From an optimization exercise on the open Yosys and OpenROAD flow, aimed at small area, a short achievable clock period and few clock cycles per item; shortcuts taken in it are not production practice.
At most, simulation tests tie the RTL to the original design; equivalence was not proved.
No activity file was given, so power comes from the tool's default toggle rates.

==> quartz <==
## cla_mp_add_seq
module cla_mp_add_seq #(
    parameter int NUM_WORDS = 4
) (
    input  logic                                 clk,
    input  logic                                 rst,
    input  logic                                 in_valid,
    output logic                                 in_ready,
    input  logic [NUM_WORDS*cla_pkg::WORD_W-1:0] in_a,
    input  logic [NUM_WORDS*cla_pkg::WORD_W-1:0] in_b,
    input  logic                                 in_cin,
    input  logic                                 in_sub,
    output logic                                 out_valid,
    input  logic                                 out_ready,
    output logic [NUM_WORDS*cla_pkg::WORD_W-1:0] out_sum,
    output logic                                 out_cout,
    output logic                                 out_ovf,
    output logic                                 busy
);
==> flow/config.mk <==
export PLATFORM = sky130hd
export DESIGN_NAME = cla_mp_add_seq
export DESIGN_NICKNAME = cla_mp_add_seq
export VERILOG_FILES = /design/flow/design.v
export SDC_FILE = /design/flow/constraint.sdc
export NUM_CORES = 4
export LEC_CHECK = 0
export ABC_AREA = 1
export CAP_MARGIN = 5
export CORE_ASPECT_RATIO = 0.4
export CORE_MARGIN = 2
export CORE_UTILIZATION = 50
export CTS_BUF_LIST = sky130_fd_sc_hd__clkbuf_4 sky130_fd_sc_hd__clkbuf_8
export CTS_CLUSTER_DIAMETER = 60
export CTS_CLUSTER_SIZE = 12
export SETUP_SLACK_MARGIN = 5
export SLEW_MARGIN = 5
==> flow/constraint.sdc <==
create_clock -name core_clock -period 10.0 [get_ports {clk}]
set_input_delay 2.0000 -clock core_clock [delete_from_list [all_inputs] [get_ports {clk}]]
set_output_delay 2.0000 -clock core_clock [all_outputs]
set_load 0.01 [all_outputs]
standard.sh (not shown) runs the stock make flow with config.mk's settings and CLKGATE_MAP_FILE= SYNTH_SCRIPT=/design/flow/synth_recipe.tcl, a recipe that flattens the netlist after the stock synthesis.
==> flow/flow/run.sh <==
#!/bin/bash
# Layout flow: the standard ORFS flow, with the port buffers inserted as the smallest buffer
# (repair_design and repair_timing still resize them where timing needs it).
set -euo pipefail
export BUFFER_PORTS_ARGS="-buffer_cell sky130_fd_sc_hd__buf_1"
bash standard.sh > standard_flow.log 2>&1
==> inputs of xenon, as changes to quartz <==
- CAP_MARGIN: 5 -> 20
- CORE_ASPECT_RATIO: 0.4 -> unset
- CORE_UTILIZATION: 50 -> 40
- CTS_BUF_LIST: sky130_fd_sc_hd__clkbuf_4 sky130_fd_sc_hd__clkbuf_8 -> sky130_fd_sc_hd__clkbuf_4
- CTS_CLUSTER_DIAMETER: 60 -> unset
- CTS_CLUSTER_SIZE: 12 -> unset
- SLEW_MARGIN: 5 -> 20
==> inputs of sierra, as changes to quartz <==
--- a/flow/flow/run.sh
+++ b/flow/flow/run.sh
@@ -5,2 +5,3 @@
 export BUFFER_PORTS_ARGS="-buffer_cell sky130_fd_sc_hd__buf_1"
+export SETUP_SLACK_MARGIN=5.4
 bash standard.sh > standard_flow.log 2>&1
- CAP_MARGIN: 5 -> 20
- CTS_BUF_LIST: sky130_fd_sc_hd__clkbuf_4 sky130_fd_sc_hd__clkbuf_8 -> sky130_fd_sc_hd__clkbuf_4
- CTS_CLUSTER_DIAMETER: 60 -> unset
- CTS_CLUSTER_SIZE: 12 -> unset
- SETUP_SLACK_MARGIN: 5 -> unset
- SLEW_MARGIN: 5 -> 20
==> inputs of maple, as changes to quartz <==
- CAP_MARGIN: 5 -> 20
- CORE_ASPECT_RATIO: 0.4 -> 0.3
- CORE_UTILIZATION: 50 -> 60
- CTS_BUF_LIST: sky130_fd_sc_hd__clkbuf_4 sky130_fd_sc_hd__clkbuf_8 -> sky130_fd_sc_hd__clkbuf_4
- CTS_CLUSTER_DIAMETER: 60 -> unset
- CTS_CLUSTER_SIZE: 12 -> unset
- SLEW_MARGIN: 5 -> 20
==> flow_metrics.env <==
export IMPL_status="finished clean"
export IMPL_final_cells=3893
export IMPL_holdPathStages=2
export IMPL_timing_final_crit_share_pct=48.18
export IMPL_hold_slack_ns=0.8614
export IMPL_post_dp_hpwl_mm=64.72
export IMPL_grt_total_usage_pct=27.54
export IMPL_vias_per_cell=4.945
export IMPL_cts_htree_levels=3
export IMPL_whs_endpoint="valid_r"
export IMPL_power_clock_fraction_pct=22.4
export IMPL_initial_core_util_pct=40.32
export IMPL_final_core_utilization_pct=49.81
export IMPL_tritoncts_num_buffers=78
(the above is from xenon)
==> flow_metrics.env <==
export IMPL_status="finished clean"
export IMPL_multi_input_combinational_area_share_pct=48.48
export IMPL_slowest_delay_ns=0.34
export IMPL_tritoncts_num_buffers=25
export IMPL_final_cells=3666
export IMPL_initial_core_util_pct=50.94
export IMPL_report_final_slew_viol_count=0
export IMPL_hold_slack_ns=1.055
export IMPL_post_dp_hpwl_mm=51.37
export IMPL_grt_total_usage_pct=27.74
export IMPL_power_clock_fraction_pct=16.0
export IMPL_whs_endpoint="sum_r[55]"
export IMPL_final_core_utilization_pct=61.41
export IMPL_vias_per_cell=4.917
export IMPL_cts_htree_levels=1
(the above is from quartz)
==> flow_metrics.env <==
export IMPL_initial_core_util_pct=50.94
export IMPL_tritoncts_num_buffers=68
export IMPL_vias_per_cell=4.986
export IMPL_holdPathStages=1
export IMPL_flip_flop_and_latch_share_of_the_layout_cell_area_pct=27.81
export IMPL_cell_internal_pwr_mw=2.852
export IMPL_routed_wl_met3_mm=5.029
export IMPL_crit_type="in -> reg"
export IMPL_power_switching_share_pct=39.10
export IMPL_final_core_utilization_pct=67.28
export IMPL_final_cells=3831
export IMPL_power_clock_fraction_pct=20.0
export IMPL_status="finished clean"
export IMPL_post_dp_hpwl_mm=51.25
export IMPL_whs_endpoint="sum_r[181]"
export IMPL_cts_htree_levels=3
export IMPL_wirelength_mm=71.66
export IMPL_timing_final_crit_share_pct=47.18
(the above is from sierra)
==> flow_metrics.env <==
export IMPL_status="finished clean"
export IMPL_tritoncts_num_buffers=57
export IMPL_holdPathStages=2
export IMPL_post_dp_hpwl_mm=46.94
export IMPL_final_cells=3629
export IMPL_final_core_utilization_pct=74.26
export IMPL_vias_per_cell=5.074
export IMPL_grt_total_usage_pct=30.88
export IMPL_initial_core_util_pct=61.40
(the above is from maple)
Testbench counts of quartz, summed over its fixed seeds: cycles 1,608, items 1,600.
Testbench counts of xenon, summed over its fixed seeds: cycles 1,608, items 1,600.
Testbench counts of sierra, summed over its fixed seeds: cycles 1,608, items 1,600.
Testbench counts of maple, summed over its fixed seeds: cycles 1,608, items 1,600.

* * *

==> branch delta: inputs <==
Another version of the RTL of cla_mp_add_seq (not shown whole).
export LEC_CHECK = 0
export ABC_AREA = 1
export CAP_MARGIN = 20
export CORE_ASPECT_RATIO = 0.4
export CORE_MARGIN = 2
export CORE_UTILIZATION = 50
export CTS_BUF_LIST = sky130_fd_sc_hd__clkbuf_4 sky130_fd_sc_hd__clkbuf_8
export CTS_CLUSTER_DIAMETER = 60
export CTS_CLUSTER_SIZE = 12
export SETUP_SLACK_MARGIN = 5
export SLEW_MARGIN = 20
create_clock -name core_clock -period 10.0 [get_ports {clk}]
==> flow/flow/run.sh <==
#!/bin/bash
# Layout flow: the standard ORFS flow, with the port buffers inserted as the smallest buffer
# (repair_design and repair_timing still resize them where timing needs it).
set -euo pipefail
export BUFFER_PORTS_ARGS="-buffer_cell sky130_fd_sc_hd__buf_1"
bash standard.sh > standard_flow.log 2>&1
==> branch nickel (differences from branch delta) <==
CTS_BUF_LIST = sky130_fd_sc_hd__clkbuf_4   (was sky130_fd_sc_hd__clkbuf_4 sky130_fd_sc_hd__clkbuf_8)
CTS_CLUSTER_DIAMETER = not set   (was 60)
CTS_CLUSTER_SIZE = not set   (was 12)
==> summary.txt <==
Worst Path Required -> 10.34 ns
Post-CTS Resized -> 24
Rel. slew slack -> 0.368
Reg-to-Reg End -> sum_r[203]$_DFFE_PP_
Max Fclk -> 0.205 GHz
root buf cell -> clkbuf_8
number of buffers created by CTS -> 25
Switch Pwr -> 0.00166 W
share of cells above drive strength 1 -> 0.0554
multi-input combinational area share -> 0.478
final WL -> 66900 um
Non-CTS buffers -> 818
result of the run -> finished clean
Flop pwr share -> 0.407
Clk pwr share -> 0.160
grt met1 use -> 0.360
the above is filed under branch delta

==> summary.txt <==
share of cells above drive strength 1 -> 0.0621
Worst Path Required -> 10.53 ns
result of the run -> finished clean
root buf cell -> clkbuf_4
Post-CTS Resized -> 12
Reg-to-Reg End -> sum_r[41]$_DFFE_PP_
Switch Pwr -> 0.00171 W
Non-CTS buffers -> 804
Clk pwr share -> 0.211
Flop pwr share -> 0.387
number of buffers created by CTS -> 67
multi-input combinational area share -> 0.472
final WL -> 65800 um
Max Fclk -> 0.208 GHz
the above is filed under branch nickel

No run of this note included a check of the RTL's function; only the layout flow was run.

* * *

==> branch onyx <==
cla_mp_add_seq again, from the RTL that the note above started with.
==> flow/config.mk <==
export PLATFORM = sky130hd
export DESIGN_NAME = cla_mp_add_seq
export DESIGN_NICKNAME = cla_mp_add_seq
export VERILOG_FILES = /design/flow/design.v
export SDC_FILE = /design/flow/constraint.sdc
export NUM_CORES = 4
export LEC_CHECK = 0
export ABC_AREA = 1
export CAP_MARGIN = 20
export CORE_ASPECT_RATIO = 0.4
export CORE_MARGIN = 2
export CORE_UTILIZATION = 50
export CTS_BUF_LIST = sky130_fd_sc_hd__clkbuf_4
export PLACE_DENSITY = 0.75
export SETUP_SLACK_MARGIN = 5
export SLEW_MARGIN = 20
==> flow/constraint.sdc <==
create_clock -name core_clock -period 10.0 [get_ports {clk}]
set_input_delay 2.0000 -clock core_clock [delete_from_list [all_inputs] [get_ports {clk}]]
set_output_delay 2.0000 -clock core_clock [all_outputs]
set_load 0.01 [all_outputs]
Scripts as last shown in full above: flow/flow/run.sh
==> branch raven: changes against branch onyx <==
Settings changed: CORE_ASPECT_RATIO 0.4 to default, CORE_UTILIZATION 50 to 40, PLACE_DENSITY 0.75 to default.
==> results.txt <==
| metric | branch raven | branch onyx |
|---|---|---|
| Result of the run | no timing/DRC/antenna violations | no timing/DRC/antenna violations |
| Sum of internal, switching and leakage power | 4.63 mW | 4.54 mW |
| Multi-input gate area in the final layout | 12100 um^2 | 12100 um^2 |
| Power density cells | 178 nW/um^2 | 176 nW/um^2 |
| Switching power | 1.81 mW | 1.79 mW |
| Part of the total power dissipated in the clock network | 0.225 | 0.207 |
| Met3 layer wire length in the routed design | 6430 um | 6360 um |
| Register share of total power | 0.377 | 0.382 |
| Worst setup path endpoint | in_ready | sum_r[220] |
| Global-route met2 utilization | 0.484 | 0.518 |
| Critical path startpoint | out_ready | in_sub |
| Clock slew at the register clock pins of the worst setup and hold paths | 0.05 ns | 0.08 ns |
| Comb power | 1.84 mW | 1.86 mW |
| Bufs and invs on worst path | 3 | 5 |
| Post-layout worst setup margin | 5.21 ns | 5.10 ns |
| Resized cells post-CTS | 3 | 14 |
| Fin area | 26000 um^2 | 25900 um^2 |
| Pin count of the biggest net entering global routing | 149 | 74 |
| Fraction of area in multi-input gates | 0.467 | 0.469 |
| Sw frac | 0.391 | 0.395 |
| Met1 capacity usage during global routing | 0.294 | 0.452 |
No functional check of the RTL was part of any run of this note.

* * *

==> inputs of trial 83 <==
Another version of the RTL of cla_mp_add_seq (not shown whole).
==> module cla_mp_add_seq, before the edit <==
module cla_mp_add_seq #(
    parameter int NUM_WORDS = 4
) (
    input  logic                                 clk,
    input  logic                                 rst,
    input  logic                                 in_valid,
    output logic                                 in_ready,
    input  logic [NUM_WORDS*cla_pkg::WORD_W-1:0] in_a,
    input  logic [NUM_WORDS*cla_pkg::WORD_W-1:0] in_b,
    input  logic                                 in_cin,
    input  logic                                 in_sub,
    output logic                                 out_valid,
    input  logic                                 out_ready,
    output logic [NUM_WORDS*cla_pkg::WORD_W-1:0] out_sum,
    output logic                                 out_cout,
    output logic                                 out_ovf,
    output logic                                 busy
);
    localparam int W = NUM_WORDS * WORD_W;
    logic [W-1:0] bb, s, sum_r;
    logic         c0, co, cout_r, ovf_r, empty_r, take;
    assign bb   = in_b ^ {W{in_sub}};
    assign c0   = in_cin ^ in_sub;
    assign take = empty_r | out_ready;
    add256 u_add (.a(in_a), .b(bb), .cin(c0), .sum(s), .cout(co));
    always_ff @(posedge clk) begin
        if (rst) empty_r <= 1'b1;
        else if (take) empty_r <= ~in_valid;
    end
    always_ff @(posedge clk) begin
        if (take) begin
            sum_r  <= s;
            cout_r <= co;
            ovf_r  <= in_a[W-1] ^ bb[W-1] ^ s[W-1] ^ co;
        end
    end
    assign in_ready  = take;
    assign out_valid = ~empty_r;
    assign busy      = ~empty_r;
    assign out_sum   = sum_r;
    assign out_cout  = cout_r;
    assign out_ovf   = ovf_r;
endmodule
Settings: LEC_CHECK=0, ABC_AREA=1, CAP_MARGIN=20, CORE_ASPECT_RATIO=0.4, CORE_MARGIN=2, CORE_UTILIZATION=50, CTS_BUF_LIST=sky130_fd_sc_hd__clkbuf_4 sky130_fd_sc_hd__clkbuf_8, CTS_CLUSTER_DIAMETER=60, CTS_CLUSTER_SIZE=12, SETUP_SLACK_MARGIN=5, SLEW_MARGIN=20; clock period 10.0 ns.
Scripts as last shown in full above: flow/flow/run.sh
==> trial 89: changes against trial 83 <==
--- a/flow/design.v
+++ b/flow/design.v
@@ -1178,12 +1178,12 @@
     localparam int W = NUM_WORDS * WORD_W;
     logic [W-1:0] bb, s, sum_r;
-    logic         c0, co, cout_r, ovf_r, empty_r, take;
+    logic         c0, co, cout_r, ovf_r, valid_r, take;
     assign bb   = in_b ^ {W{in_sub}};
     assign c0   = in_cin ^ in_sub;
-    assign take = empty_r | out_ready;
+    assign take = ~valid_r | out_ready;
     add256 u_add (.a(in_a), .b(bb), .cin(c0), .sum(s), .cout(co));
     always_ff @(posedge clk) begin
-        if (rst) empty_r <= 1'b1;
-        else if (take) empty_r <= ~in_valid;
+        if (rst) valid_r <= 1'b0;
+        else if (take) valid_r <= in_valid;
     end
     always_ff @(posedge clk) begin
@@ -1195,6 +1195,6 @@
     end
     assign in_ready  = take;
-    assign out_valid = ~empty_r;
-    assign busy      = ~empty_r;
+    assign out_valid = valid_r;
+    assign busy      = valid_r;
     assign out_sum   = sum_r;
     assign out_cout  = cout_r;
--- a/flow/config.mk
+++ b/flow/config.mk
@@ -8,10 +8,7 @@
 export ABC_AREA = 1
 export CAP_MARGIN = 20
-export CORE_ASPECT_RATIO = 0.4
 export CORE_MARGIN = 2
-export CORE_UTILIZATION = 50
+export CORE_UTILIZATION = 40
 export CTS_BUF_LIST = sky130_fd_sc_hd__clkbuf_4 sky130_fd_sc_hd__clkbuf_8
-export CTS_CLUSTER_DIAMETER = 60
-export CTS_CLUSTER_SIZE = 12
 export SETUP_SLACK_MARGIN = 5
 export SLEW_MARGIN = 20
==> trial 15: changes against trial 83 <==
--- a/flow/design.v
+++ b/flow/design.v
@@ -1178,12 +1178,12 @@
     localparam int W = NUM_WORDS * WORD_W;
     logic [W-1:0] bb, s, sum_r;
-    logic         c0, co, cout_r, ovf_r, empty_r, take;
+    logic         c0, co, cout_r, ovf_r, valid_r, take;
     assign bb   = in_b ^ {W{in_sub}};
     assign c0   = in_cin ^ in_sub;
-    assign take = empty_r | out_ready;
+    assign take = ~valid_r | out_ready;
     add256 u_add (.a(in_a), .b(bb), .cin(c0), .sum(s), .cout(co));
     always_ff @(posedge clk) begin
-        if (rst) empty_r <= 1'b1;
-        else if (take) empty_r <= ~in_valid;
+        if (rst) valid_r <= 1'b0;
+        else if (take) valid_r <= in_valid;
     end
     always_ff @(posedge clk) begin
@@ -1195,6 +1195,6 @@
     end
     assign in_ready  = take;
-    assign out_valid = ~empty_r;
-    assign busy      = ~empty_r;
+    assign out_valid = valid_r;
+    assign busy      = valid_r;
     assign out_sum   = sum_r;
     assign out_cout  = cout_r;
==> build 85: changes against trial 83 <==
--- a/flow/design.v
+++ b/flow/design.v
@@ -1178,12 +1178,12 @@
     localparam int W = NUM_WORDS * WORD_W;
     logic [W-1:0] bb, s, sum_r;
-    logic         c0, co, cout_r, ovf_r, empty_r, take;
+    logic         c0, co, cout_r, ovf_r, valid_r, take;
     assign bb   = in_b ^ {W{in_sub}};
     assign c0   = in_cin ^ in_sub;
-    assign take = empty_r | out_ready;
+    assign take = ~valid_r | out_ready;
     add256 u_add (.a(in_a), .b(bb), .cin(c0), .sum(s), .cout(co));
     always_ff @(posedge clk) begin
-        if (rst) empty_r <= 1'b1;
-        else if (take) empty_r <= ~in_valid;
+        if (rst) valid_r <= 1'b0;
+        else if (take) valid_r <= in_valid;
     end
     always_ff @(posedge clk) begin
@@ -1195,6 +1195,6 @@
     end
     assign in_ready  = take;
-    assign out_valid = ~empty_r;
-    assign busy      = ~empty_r;
+    assign out_valid = valid_r;
+    assign busy      = valid_r;
     assign out_sum   = sum_r;
     assign out_cout  = cout_r;
--- a/flow/config.mk
+++ b/flow/config.mk
@@ -11,7 +11,5 @@
 export CORE_MARGIN = 2
 export CORE_UTILIZATION = 50
-export CTS_BUF_LIST = sky130_fd_sc_hd__clkbuf_4 sky130_fd_sc_hd__clkbuf_8
-export CTS_CLUSTER_DIAMETER = 60
-export CTS_CLUSTER_SIZE = 12
+export CTS_BUF_LIST = sky130_fd_sc_hd__clkbuf_4
 export SETUP_SLACK_MARGIN = 5
 export SLEW_MARGIN = 20
==> results.txt <==
| quantity | trial 89 | trial 83 | build 85 | trial 15 |
|---|---|---|---|---|
| Finished Core Util | 0.502 | 0.616 | 0.620 | 0.614 |
| Max IR drop VDD | 115 uV | 90.7 uV | 91.8 uV | 90.8 uV |
| Net Count, Synth | 3072 | 3064 | 3072 | 3072 |
| Layout net count | 3889 | 3864 | 3899 | 3860 |
| Post-route cell area | 26300 um^2 | 25500 um^2 | 25700 um^2 | 25500 um^2 |
| Count of clock-net buffers in the final layout | 70 | 35 | 100 | 35 |
| Area of the multi-input gates | 12400 um^2 | 12200 um^2 | 12300 um^2 | 12400 um^2 |
| RR Startpoint | valid_r | empty_r | valid_r | valid_r |
| Number of standard cells after synthesis | 2297 | 2289 | 2297 | 2297 |
| Clock tree root driver cell | sky130_fd_sc_hd__clkbuf_8 | sky130_fd_sc_hd__clkbuf_8 | sky130_fd_sc_hd__clkbuf_4 | sky130_fd_sc_hd__clkbuf_8 |
| Avg Synthesized Cell Area | 9.21 um^2 | 9.20 um^2 | 9.21 um^2 | 9.21 um^2 |
| Number of standard-cell rows in the floorplan | 84 | 47 | 47 | 47 |
| Cell Count, Final, Fillers Out | 3859 | 3668 | 3739 | 3666 |
| Slowest cell on the critical path | sky130_fd_sc_hd__xor2_1 | sky130_fd_sc_hd__buf_4 | sky130_fd_sc_hd__nand2_8 | sky130_fd_sc_hd__ha_1 |
| Status | finished clean | finished clean | finished clean | finished clean |
| P_seq | 0.00177 W | 0.00173 W | 0.00173 W | 0.00173 W |
Testbench counts of trial 89, summed over its fixed seeds: cycles 1,608, items 1,600.
Testbench counts of trial 15, summed over its fixed seeds: cycles 1,608, items 1,600.
Testbench counts of build 85, summed over its fixed seeds: cycles 1,608, items 1,600.
Only the layout flow was run in trial 83; the RTL was not checked for function there.

afterwards: timing with drivers on the ports:
No port has a modelled driver above. Below, the same layouts with a new extraction and two added sets of constraints.
Step 1, drivers: a clkbuf_16 drives clk and a buf_2 each remaining input, both assumed.
Step 2 adds t to the input delays and takes it off the output delays; t is the mean of the earliest and latest rising clock arrival at the registers after step 1. Input paths then give back, and output paths get back, about the clock's delay inside the block.
Slacks: ideal / step 1 / step 2; pairs: ideal / step 1.
run | shift t [ns] | setup WS [ns] | worst setup path after step 2 | clock arrival spread, ns | worst register clock-pin slew, ns
quartz | 0.637 | 5.183 / 5.057 / 4.420 | input to register | 0.040 / 0.040 | 0.10 / 0.10
xenon | 0.831 | 5.182 / 5.141 / 4.310 | input to register | 0.079 / 0.079 | 0.08 / 0.08
sierra | 0.822 | 5.282 / 5.180 / 4.358 | input to register | 0.064 / 0.064 | 0.08 / 0.08
maple | 0.795 | 5.170 / 5.115 / 4.320 | input to register | 0.058 / 0.058 | 0.10 / 0.10
branch delta | 0.647 | 5.134 / 5.068 / 4.421 | input to register | 0.042 / 0.043 | 0.11 / 0.11
branch nickel | 0.817 | 5.186 / 5.184 / 4.367 | input to register | 0.054 / 0.054 | 0.09 / 0.09
branch onyx | 0.820 | 5.102 / 5.083 / 4.263 | input to register | 0.063 / 0.063 | 0.09 / 0.09
branch raven | 0.850 | 5.215 / 5.179 / 4.329 | input to register | 0.071 / 0.072 | 0.07 / 0.07
trial 83 | 0.665 | 5.115 / 5.056 / 4.392 | input to register | 0.038 / 0.039 | 0.10 / 0.10
trial 89 | 0.673 | 5.108 / 5.034 / 4.361 | input to register | 0.015 / 0.015 | 0.07 / 0.07
trial 15 | 0.637 | 5.183 / 5.057 / 4.420 | input to register | 0.040 / 0.040 | 0.10 / 0.10
build 85 | 0.808 | 5.225 / 5.152 / 4.344 | input to register | 0.040 / 0.041 | 0.08 / 0.08
After both steps every run listed still meets setup and hold. For sierra, which loses most, drivers alone change the setup slack by -0.102 ns; drivers and shift together by -0.924 ns.
